From an optimization exercise on the open Yosys and OpenROAD flow, aimed at small area, a short achievable clock period and few clock cycles; shortcuts taken in it are not production practice. Only simulation tests tie the RTL to the original design; equivalence was not proved.

File: flow/flow/run.sh
#!/bin/bash
set -euo pipefail
ARGS='BUFFER_PORTS_ARGS=-buffer_cell sky130_fd_sc_hd__buf_1'
MARGIN='SETUP_SLACK_MARGIN=6.3'
sed "s/\"\\\${@:-finish}\"/'$ARGS' $MARGIN \"\${@:-finish}\"/" standard.sh > standard_tuned.sh
grep -q "buffer_cell" standard_tuned.sh
grep -q "SETUP_SLACK_MARGIN=6.3" standard_tuned.sh
bash standard_tuned.sh > flow_standard.log 2>&1
File: flow/standard.sh
#!/bin/bash
# synth_recipe.tcl (not shown) runs the flow's synth.tcl, then flattens the netlist and writes it again
# the make line also repeats each setting of config.mk as NAME=value (left out here)
make -C /OpenROAD-flow-scripts/flow DESIGN_CONFIG=/design/flow/config.mk WORK_HOME=/design/flow/orfs CLKGATE_MAP_FILE= SYNTH_SCRIPT=/design/flow/synth_recipe.tcl "${@:-finish}"
File: flow/config.mk
export PLATFORM = sky130hd
export DESIGN_NAME = mdu_sequencer
export DESIGN_NICKNAME = mdu_sequencer
export VERILOG_FILES = /design/flow/design.v
export SDC_FILE = /design/flow/constraint.sdc
export NUM_CORES = 4
export LEC_CHECK = 0
export CAP_MARGIN = 20
export CORE_MARGIN = 2
export CORE_UTILIZATION = 50
export CTS_BUF_LIST = sky130_fd_sc_hd__clkbuf_4 sky130_fd_sc_hd__clkbuf_8
export SLEW_MARGIN = 20
File: flow/constraint.sdc
create_clock -name core_clock -period 11.0 [get_ports {clk}]
set_input_delay 2.2000 -clock core_clock [delete_from_list [all_inputs] [get_ports {clk}]]
set_output_delay 2.2000 -clock core_clock [all_outputs]
set_load 0.01 [all_outputs]
File: flow/design.v
module mdu_sequencer (
    input  logic        clk,
    input  logic        rst,
    input  logic        startE,
    input  logic        mulOrdivE,
    input  logic        mdIsSignE,
    input  logic [31:0] srcaE,
    input  logic [31:0] srcbE,
    input  logic        flushE,
    input  logic        advE,
    output logic        stallMdE,
    output logic        readyE,
    output logic [31:0] hiE,
    output logic [31:0] loE
);
    typedef enum logic [2:0] {
        S_IDLE = 3'd0,
        S_MUL  = 3'd1,
        S_NEGA = 3'd2,
        S_PSUB = 3'd3,
        S_PREP = 3'd4,
        S_DIV  = 3'd5,
        S_NEGR = 3'd6,
        S_DONE = 3'd7
    } state_t;
    state_t       st_q, st_d;
    logic         busy_q, idle_q, done_q;
    logic         m_mul_q, m_sub_q;    
    logic [32:0]  h_q, h_d;       
    logic [31:0]  l_q, l_d;       
    logic [32:0]  y_q, y_d;       
    logic [2:0]   d0_q, d0_d;     
    logic [2:0]   d1_q, d1_d;
    logic         last_q, last_d; 
    logic [4:0]   cnt_q, cnt_d;   
    logic [1:0]   mcls_q, mcls_d; 
    logic         sgn_q, sgn_d;
    logic         bneg_q, bneg_d;      
    logic         rneg_q, rneg_d;      
    logic         qneg_q, qneg_d;      
    logic [5:0]   lzb_q, lzb_d;        
    function automatic [1:0] lz4(input [3:0] x);
        lz4 = x[3] ? 2'd0 : x[2] ? 2'd1 : x[1] ? 2'd2 : 2'd3;
    endfunction
    function automatic [2:0] lz8(input [7:0] x);
        lz8 = (x[7:4] != 4'd0) ? {1'b0, lz4(x[7:4])} : {1'b1, lz4(x[3:0])};
    endfunction
    function automatic [3:0] lz16(input [15:0] x);
        lz16 = (x[15:8] != 8'd0) ? {1'b0, lz8(x[15:8])} : {1'b1, lz8(x[7:0])};
    endfunction
    function automatic [5:0] lz32(input [31:0] x);
        if (x == 32'd0)                lz32 = 6'd32;
        else if (x[31:16] != 16'd0)    lz32 = {2'b00, lz16(x[31:16])};
        else                           lz32 = {2'b01, lz16(x[15:0])};
    endfunction
    function automatic [2:0] booth(input b1, input b0, input bm);
        booth = {b1, (b1 & ~b0 & ~bm) | (~b1 & b0 & bm), b0 ^ bm};
    endfunction
    logic        a_neg, b_neg;
    logic [31:0] ua, ub;
    logic [1:0]  cls_a, cls_b, cls;
    logic        swap;
    logic [31:0] msrc, ysrc;
    always_comb begin
        a_neg = mdIsSignE & srcaE[31];
        b_neg = mdIsSignE & srcbE[31];
        ua    = a_neg ? ~srcaE : srcaE;
        ub    = b_neg ? ~srcbE : srcbE;
        cls_a = (ua[31:9] == '0) ? 2'd0 : (ua[31:17] == '0) ? 2'd1 : 2'd2;
        cls_b = (ub[31:9] == '0) ? 2'd0 : (ub[31:17] == '0) ? 2'd1 : 2'd2;
        swap  = mulOrdivE | (cls_a < cls_b);     
        cls   = swap ? cls_a : cls_b;
        msrc  = swap ? srcaE : srcbE;
        ysrc  = swap ? srcbE : srcaE;
    end
    logic [5:0]  lzb_in;
    logic        bzero;
    logic [5:0]  lza;
    logic [6:0]  dlen;
    logic [4:0]  dsh;
    logic        dneg;
    logic [32:0] ysh;
    always_comb begin
        lzb_in  = lz32(ub);
        bzero   = (srcbE == '0);
        lza   = lz32(h_q[31:0]);
        dlen  = {1'b0, lzb_q} - {1'b0, lza};      
        dneg  = dlen[6];
        dsh   = dlen[5] ? 5'd31 : dlen[4:0];
        ysh   = y_q << dsh;
    end
    logic [34:0] mag0, mag1;
    logic [36:0] op_a, op_b, op_e;
    logic [36:0] csa_s, csa_c;
    logic        cin;
    logic [36:0] sum;
    logic        fits;
    always_comb begin
        mag0 = d0_q[1] ? {y_q[32], y_q, 1'b0} : (d0_q[0] ? {{2{y_q[32]}}, y_q} : 35'd0);
        mag1 = d1_q[1] ? {y_q[32], y_q, 1'b0} : (d1_q[0] ? {{2{y_q[32]}}, y_q} : 35'd0);
        op_a = {{4{h_q[32]}}, h_q} ^ {37{~m_mul_q & ~m_sub_q}};
        if (m_mul_q) begin
            op_b = {{2{mag0[34] ^ d0_q[2]}}, mag0 ^ {35{d0_q[2]}}};
            op_e = {mag1 ^ {35{d1_q[2]}}, {2{d1_q[2]}}};
            cin  = d0_q[2];
        end else if (m_sub_q) begin
            op_b = {{4{y_q[32]}}, y_q} ^ {37{~bneg_q}};
            op_e = 37'd0;
            cin  = ~bneg_q;
        end else begin
            op_b = 37'd0;
            op_e = 37'd0;
            cin  = 1'b1;
        end
        csa_s = op_a ^ op_b ^ op_e;
        csa_c = {(op_a[35:0] & op_b[35:0]) | (op_a[35:0] & op_e[35:0]) | (op_b[35:0] & op_e[35:0]),
                 m_mul_q & d1_q[2]};
        sum   = csa_s + csa_c + {36'd0, cin};
        fits  = ~sum[36];
    end
    logic [66:0] pfull;
    logic [66:0] psh;
    logic        ne;
    always_comb begin
        st_d    = st_q;
        h_d     = h_q;
        l_d     = l_q;
        y_d     = y_q;
        cnt_d   = cnt_q - 5'd1;
        mcls_d  = mcls_q;
        sgn_d   = sgn_q;
        bneg_d  = bneg_q;
        rneg_d  = rneg_q;
        qneg_d  = qneg_q;
        lzb_d   = lzb_q;
        pfull = {sum[34:0], l_q};
        psh   = 'x;
        ne    = sgn_q & l_q[3];
        d0_d   = booth(l_q[5], l_q[4], l_q[3]);
        d1_d   = booth(l_q[7], l_q[6], l_q[5]);
        if (cnt_q == 5'd1) begin
            d1_d = 3'b000;
            if (mcls_q == 2'd2) d0_d = booth(ne, ne, l_q[3]);
        end
        last_d = (cnt_q == 5'd1);
        case (st_q)
            S_IDLE: begin
                sgn_d   = mdIsSignE;
                bneg_d  = b_neg;
                rneg_d  = a_neg;
                qneg_d  = a_neg ^ b_neg;
                lzb_d   = lzb_in;
                d0_d    = booth(msrc[1], msrc[0], 1'b0);
                d1_d    = booth(msrc[3], msrc[2], msrc[1]);
                last_d  = 1'b0;
                h_d     = mulOrdivE ? {1'b0, srcaE} : 33'd0;
                y_d     = {mdIsSignE & ysrc[31], ysrc};
                mcls_d  = cls;
                cnt_d   = (cls == 2'd0) ? 5'd2 : (cls == 2'd1) ? 5'd4 : 5'd8;
                l_d     = !mulOrdivE ? msrc :
                          a_neg      ? 32'd1 : 32'hFFFF_FFFF;
                if (!startE || flushE)       st_d = S_IDLE;
                else if (!mulOrdivE)         st_d = S_MUL;
                else if (bzero)              st_d = S_DONE;
                else                         st_d = a_neg ? S_NEGA :
                                                    (a_neg ^ b_neg) ? S_PSUB : S_PREP;
            end
            S_MUL: begin
                if (!last_q) begin
                    h_d = sum[36:4];
                    l_d = {sum[3:0], l_q[31:4]};
                end else begin
                    case (mcls_q)
                        2'd0:    psh = {{24{pfull[66]}}, pfull[66:24]};
                        2'd1:    psh = {{16{pfull[66]}}, pfull[66:16]};
                        default: psh = pfull;
                    endcase
                    h_d  = psh[64:32];
                    l_d  = psh[31:0];
                    st_d = S_DONE;
                end
                if (flushE) st_d = S_IDLE;
            end
            S_NEGA: begin
                h_d  = {1'b0, sum[31:0]};
                st_d = qneg_q ? S_PSUB : S_PREP;
                if (flushE) st_d = S_IDLE;
            end
            S_PSUB: begin
                l_d = 32'd0;
                if (fits) begin
                    h_d  = {1'b0, sum[31:0]};
                    st_d = S_PREP;
                end else begin
                    st_d = rneg_q ? S_NEGR : S_DONE;
                end
                if (flushE) st_d = S_IDLE;
            end
            S_PREP: begin
                l_d = {32{qneg_q}};
                if (dneg) begin
                    st_d = rneg_q ? S_NEGR : S_DONE;
                end else begin
                    y_d   = ysh;
                    cnt_d = dsh;
                    st_d  = S_DIV;
                end
                if (flushE) st_d = S_IDLE;
            end
            S_DIV: begin
                if (fits) h_d = {1'b0, sum[31:0]};
                l_d   = {l_q[30:0], fits ^ qneg_q};
                y_d   = {y_q[32], y_q[32:1]};
                cnt_d = cnt_q - 5'd1;
                if (cnt_q == 5'd0) st_d = rneg_q ? S_NEGR : S_DONE;
                if (flushE) st_d = S_IDLE;
            end
            S_NEGR: begin
                h_d  = {1'b0, sum[31:0]};
                st_d = S_DONE;
                if (flushE) st_d = S_IDLE;
            end
            S_DONE: begin
                if (flushE || advE) st_d = S_IDLE;
            end
            default: st_d = S_IDLE;
        endcase
    end
    always_ff @(posedge clk or posedge rst) begin
        if (rst) begin
            st_q    <= S_IDLE;
            idle_q  <= 1'b1;
            busy_q  <= 1'b0;
            done_q  <= 1'b0;
            m_mul_q <= 1'b0;
            m_sub_q <= 1'b0;
        end else begin
            st_q    <= st_d;
            idle_q  <= (st_d == S_IDLE);
            busy_q  <= (st_d != S_IDLE) && (st_d != S_DONE);
            done_q  <= (st_d == S_DONE);
            m_mul_q <= (st_d == S_MUL);
            m_sub_q <= (st_d == S_PSUB) || (st_d == S_DIV);
        end
    end
    always_ff @(posedge clk) begin
        h_q     <= h_d;
        l_q     <= l_d;
        y_q     <= y_d;
        d0_q    <= d0_d;
        d1_q    <= d1_d;
        last_q  <= last_d;
        cnt_q   <= cnt_d;
        mcls_q  <= mcls_d;
        sgn_q   <= sgn_d;
        bneg_q  <= bneg_d;
        rneg_q  <= rneg_d;
        qneg_q  <= qneg_d;
        lzb_q   <= lzb_d;
    end
    assign stallMdE = busy_q | (idle_q & startE & ~flushE);
    assign readyE   = done_q;
    assign hiE      = h_q[31:0];
    assign loE      = l_q;
endmodule
==> results.toml <==
[drt]
drt_drc_violations_left = 0
postRouteWirelength_um = 79900
vias = 18700
drt-vias-per-instance = 7.10
drtPass1Iterations = 9
drt_iter0_drc = 2906
wl_per_cell_um = 30.4
ant_nets = 0

[sta]
drv_slew = 0
max-slew-margin-rel_pct = 19.0
hold_slack_ns = 0.561
grt_setup_unrepaired = "true"
hold_viol_final = 0
tns_ns = 0
worst_pin_slew_ns = 1.21
setup_ws_ns = 6.10
fmax_mhz = 204
setup_viol = 0
final.setup_skew_ns = 0.0187
fin_crit_ns = 4.90
timing.final.crit_share_pct = 44.5

[logic_synthesis]
yosys_warnings = 1
syn-num-nets = 2200
synth_ff_type = "edfxtp_1"
synth_cell_types = 92
netlist_area_mm2 = 0.0168
syn_avg_cell_area_um2 = 8.25
synth_area_leaders = "edfxtp_1, mux2i_1, xnor2_1"
async_flop_share_pct = 6.15
netlist_instances = 2043
synth.largest_area_cell = "edfxtp_1"
ys_ff_latch = 130
synth_edf_count = 110
synth_common_cells = "nand2_1, mux2i_1, nor2_1"
post-synth-top-count-cell = "nand2_1"
ys_seq_area_share_pct = 22.2
yosysTopAreaCellShare_pct = 19.6

[floorplan]
rows = 67
die-area_mm2 = 0.0352
initial_core_util_pct = 50.5
pin_count = 137
die_w_um = 188
die_h_um = 188
coreArea_mm2 = 0.0334

[critical_path]
timing.rr.end = "h_q[24]$_DFFE_PP_"
required_ns = 8.80
r2r_slack_ns = 6.21
path_class = "in2out"
start_kind = "primary input"
end_kind = "output port"
r2r_cells = 18
r2r-start = "d0_q[0]$_DFF_P_"
crit_fanout = 2
arrival_ns = 2.70

[min_path]
worstHoldStart = "cnt_q[0]$_DFF_P_"
min_to = "cnt_q[0]$_DFF_P_"
hold_class = "reg2reg"
hold_depth = 1

[finish]
nNetsFinal = 2327
instances_no_fill = 2631
diodes = 0
drive_gt1_share_pct = 23.3
area_growth_pct = 26.5

[place]
gp_congestion = 1.01
port_buffers = 136
place_ws_ns = 4.46
dp.cells = 2441
dp_hpwl_um = 55100

[global_routing]
grt_pass1_wl_um = 112000
antenna_found_initial = 2
grt_overflow = 0
track_usage_pct = 43.0
grt_pass1_vias = 16400
grt_max_degree = 49

[status]
status = "no timing/DRC/antenna violations"

[clock_network]
cts_buffer_depth = 2
clock_latency_ns = 0.49
cts_made_buffers = 17
cts-root-buf = "clkbuf_8"
numClockSinks = 130
cts.htree.levels = 4
clk_pin_slew_ns = 0.08
tritoncts = "done"

[flow_run]
maxCapViolCount = 0
==> per-stage QoR <==
stage | utilization [%] | cell area [µm²]
final | 63.9 | 21300
after CTS | 58.8 | 19600
after floorplan | - | 16900
after detailed placement | 51.8 | 17300
after global placement | 51.7 | 17300
after global routing | 63.9 | 21300
==> per-layer routing <==
| metal | part of all wire (%) | up-vias | global-route usage [%] |
|---|---|---|---|
| met4 | 7.2 | 6 | 23.7 |
| met5 | 0.079 | - | 0 |
| li1 | - | 7851 | - |
| met3 | 14 | 333 | 12.7 |
| met1 | 38 | 8954 | 58.7 |
| met2 | 40 | 1531 | 60.6 |
==> state kept, by name (all words and copies together), names as in the netlist <==
signal / flops
lzb_q: 6
mcls_q: 2
m_mul_q: 1
y_q: 33
d1_q: 3
rneg_q: 1
h_q: 33
qneg_q: 1
last_q: 1
cnt_q: 5
bneg_q: 1
l_q: 32
st_q: 3
busy_q: 1
m_sub_q: 1
done_q: 1
sgn_q: 1
d0_q: 3
idle_q: 1
==> worst max-delay path by stage <==
stage	from	to	depth (start not counted)
4_1_cts	startE	stallMdE	4
3_3_place_gp	d0_q[1]$_DFF_P_	h_q[28]$_DFFE_PP_	17
3_5_place_dp	d0_q[1]$_DFF_P_	h_q[7]$_DFFE_PP_	17
5_1_grt	d0_q[0]$_DFF_P_	h_q[24]$_DFFE_PP_	18
6_report	startE	stallMdE	4
2_1_floorplan	srcaE[23]	y_q[19]$_DFFE_PP_	11
==> worst max-delay path, stage by stage <==
cell and delay (ns):
buf_1 0.07, nor2b_4 0.12, a21o_1 0.17, buf_2 0.14
==> what timing repair did <==
item	in CTS	in global routing
gates cloned	18	5
resized for setup	216	213
endpoints found under the setup margin	189	169
pin swaps	45	86
setup buffers	61	74
hold endpoints to repair	0	0
hold buffers	0	0
==> final cells by class <==
type                    count  area [µm²]
repair inverters            1        8.76
flip-flops and latches    130        3770
clock buffers              24         293
multi-input cells        1633       13700
fillers                  2935       12100
inverters                  79         309
well taps                 448         561
clock inverters             8         113
repair buffers            308        2570
==> cell families after synthesis <==
family	Yosys count	synth area share, %
compound gates	639	27.4
xor+xnor	178	9.25
fa+ha+maj	86	8.08
buf+inv	287	7.48
flops	130	22.2
mux	168	10.1
simple gates	555	15.5
==> layout by cell type (no fill, tap or decap), types with 25 or more instances in the layout <==
cell type  synthesis  routed
nand2_1          175     169
nor2_1           152     134
buf_4             38     128
xnor2_1          138     126
mux2i_1          157     120
edfxtp_1         110     110
buf_1             21     101
a21oi_1          101      91
a22oi_1           79      75
o21ai_0           95      75
inv_1             75      74
a221oi_1          47      42
fa_1              38      37
o21a_1            36      35
and2_1            35      32
xor2_1            40      31
nor3_1            41      31
a22o_1            31      29
a21o_1            26      25
nand3_1           30      25
o211ai_1          25      25
buf_12             0      25
Testbench counts, summed over its fixed seeds: cycles 66,941.

[separate check: timing with driven ports]
No port has a modelled driver above. Below, the same layout with a new extraction and two added sets of constraints.
Step 1 (the two cells are an assumption about what drives the block):
set clk [get_ports {clk}]
set_driving_cell -lib_cell sky130_fd_sc_hd__clkbuf_16 $clk
set_driving_cell -lib_cell sky130_fd_sc_hd__buf_2 [delete_from_list [all_inputs] $clk]
Step 2 adds t to the input delays and takes it off the output delays; t is the mean of the earliest and latest rising clock arrival at the registers after step 1. Input paths then give back, and output paths get back, about the clock's delay inside the block.
a / b / c = ideal ports / drivers / drivers and shift; a / b = the first two.
t, ns: 0.536
setup WS [ns]: 6.100 / 6.064 / 5.649
worst hold slack (ns): 0.561 / 0.561 / 0.561
After both steps setup and hold are still met in this run. The setup slack of this run moves by -0.036 ns with the drivers and by -0.451 ns with both steps.
